Context: an optimization exercise on an open-source flow, tuned for small area. The choices shown serve that exercise and are no tape-out recipe. In this exercise RTL edits were held to simulation tests only and were not proved equivalent to the original. No activity file was given, so power comes from the tool's default toggle rates.

==> flow/design.v <==
module gray_window_3x3 #(
  parameter int unsigned WIDTH  = 100,
  parameter int unsigned HEIGHT = 100
) (
  input  logic                      clk,
  input  logic                      rst_n,
  input  logic                      pix_valid,
  input  logic [7:0]                pix_in,
  input  logic                      sof,
  output logic                      win_valid,
  output logic [71:0]               win,
  output logic [$clog2(WIDTH)-1:0]  win_x,
  output logic [$clog2(HEIGHT)-1:0] win_y,
  output logic                      frame_done
);
  localparam int unsigned XW  = $clog2(WIDTH);
  localparam int unsigned YW  = $clog2(HEIGHT);
  localparam int unsigned LEN = 2 * WIDTH + 3;
  logic [XW-1:0] xm1_q;
  logic [YW-1:0] ym1_q;
  logic          acc_q;    
  logic x_last, y_last;
  assign x_last = xm1_q[6] & xm1_q[5] & xm1_q[1] & ~xm1_q[0];
  assign y_last = ym1_q[6] & ym1_q[5] & ym1_q[1] & ~ym1_q[0];
  logic x_neg, y_neg;
  assign x_neg = xm1_q[6] & xm1_q[5] & xm1_q[4];
  assign y_neg = ym1_q[6] & ym1_q[5] & ym1_q[4];
  logic restart_q;
  logic start;
  assign start = sof || restart_q;
  always_ff @(posedge clk or negedge rst_n) begin
    if (!rst_n) begin
      restart_q <= 1'b1;
      acc_q     <= 1'b0;
    end else begin
      acc_q <= pix_valid;
      if (pix_valid) restart_q <= 1'b0;
    end
  end
  always_ff @(posedge clk) begin
    if (pix_valid) begin
      xm1_q <= (start || x_last) ? '1 : xm1_q + XW'(1);
      if (start || (x_last && y_last)) ym1_q <= '1;
      else if (x_last)                 ym1_q <= ym1_q + YW'(1);
    end
  end
  logic [7:0] chain [LEN];
  always_ff @(posedge clk) begin
    if (pix_valid) begin
      chain[0] <= pix_in;
      for (int i = 1; i < LEN; i++) chain[i] <= chain[i-1];
    end
  end
  for (genvar r = 0; r < 3; r++) begin : g_row
    for (genvar c = 0; c < 3; c++) begin : g_col
      assign win[8*(3*r+c) +: 8] = chain[(2-r)*WIDTH + (2-c)];
    end
  end
  assign win_x      = xm1_q;
  assign win_y      = ym1_q;
  assign win_valid  = acc_q && !x_neg && (xm1_q != '0) && !y_neg && (ym1_q != '0);
  assign frame_done = acc_q && x_last && y_last;
endmodule
export LEC_CHECK = 0
export CAP_MARGIN = 20
export CORE_MARGIN = 2
export CORE_UTILIZATION = 70
export SLEW_MARGIN = 20
create_clock -name core_clock -period 10.0 [get_ports {clk}]
standard.sh (not shown) runs the stock make flow with config.mk's settings and CLKGATE_MAP_FILE= SYNTH_SCRIPT=/design/flow/synth_recipe.tcl, a recipe that flattens the netlist after the stock synthesis.
==> flow/flow/run.sh <==
#!/bin/bash
# Standard layout, with a lighter clock tree (no dummy loads, one buffer
# type, larger sink clusters) and the smallest buffer on each port.
set -euo pipefail
export CTS_ARGS="-sink_clustering_enable -repair_clock_nets -dont_use_dummy_load -buf_list sky130_fd_sc_hd__clkbuf_8 -sink_clustering_size 20 -sink_clustering_max_diameter 80"
export BUFFER_PORTS_ARGS="-buffer_cell sky130_fd_sc_hd__buf_1"
bash standard.sh > standard_flow.log 2>&1
Edit:
--- a/flow/design.v
+++ b/flow/design.v
@@ -35,24 +35,25 @@
     end else begin
       acc_q <= pix_valid;
       if (pix_valid) restart_q <= 1'b0;
     end
   end
+  logic x_step, y_step;
+  assign x_step = pix_valid;
+  assign y_step = pix_valid && x_last;
   always_ff @(posedge clk) begin
-    if (pix_valid) begin
-      xm1_q <= (start || x_last) ? '1 : xm1_q + XW'(1);
-      if (start || (x_last && y_last)) ym1_q <= '1;
-      else if (x_last)                 ym1_q <= ym1_q + YW'(1);
-    end
+    xm1_q <= (pix_valid && (start || x_last))            ? '1 : xm1_q + XW'(x_step);
+    ym1_q <= (pix_valid && (start || (x_last && y_last))) ? '1 : ym1_q + YW'(y_step);
   end
   logic [7:0] chain [LEN];
   always_ff @(posedge clk) begin
     if (pix_valid) begin
       chain[0] <= pix_in;
-      for (int i = 1; i < LEN; i++) chain[i] <= chain[i-1];
+      for (int i = 1; i < LEN - 1; i++) chain[i] <= chain[i-1];
     end
   end
+  always_ff @(posedge clk) chain[LEN-1] <= chain[LEN-2];
   for (genvar r = 0; r < 3; r++) begin : g_row
     for (genvar c = 0; c < 3; c++) begin : g_col
       assign win[8*(3*r+c) +: 8] = chain[(2-r)*WIDTH + (2-c)];
     end
   end
=>
- clock skew barely changes
- via count shrinks by about 0.33%
- final area goes down by 0.36%
- worst hold slack got worse by 0.038 ns
- total power climbs by 1.2%
- clock power stays flat
- die area goes down by about 0.4%
- routed wire length shrinks by 0.42%
- first-iteration DRC count goes up by 1.2%
- worst setup slack improved by 0.012 ns

## port drivers added, routing unchanged
No port has a modelled driver above. Below, the same layouts with a new extraction and two added sets of constraints.
Step 1, drivers: a clkbuf_16 drives clk and a buf_2 each remaining input, both assumed.
Step 2 times the ports against the registers' clock, not the clock port: input delays grow and output delays shrink by t, the midpoint of the rising clock arrivals with the driver on.
Three values: ideal ports, drivers, drivers and shift; two values: the first two.
run | shift t [ns] | setup slack, ns | worst setup path after step 2
the first run | 0.756 | 5.563 / 5.504 / 5.302 | input to register
the second run | 0.740 | 5.575 / 5.608 / 4.869 | input to register
After both steps every run listed still meets setup and hold. For the second run, which loses most, drivers alone change the setup slack by +0.033 ns; drivers and shift together by -0.706 ns.
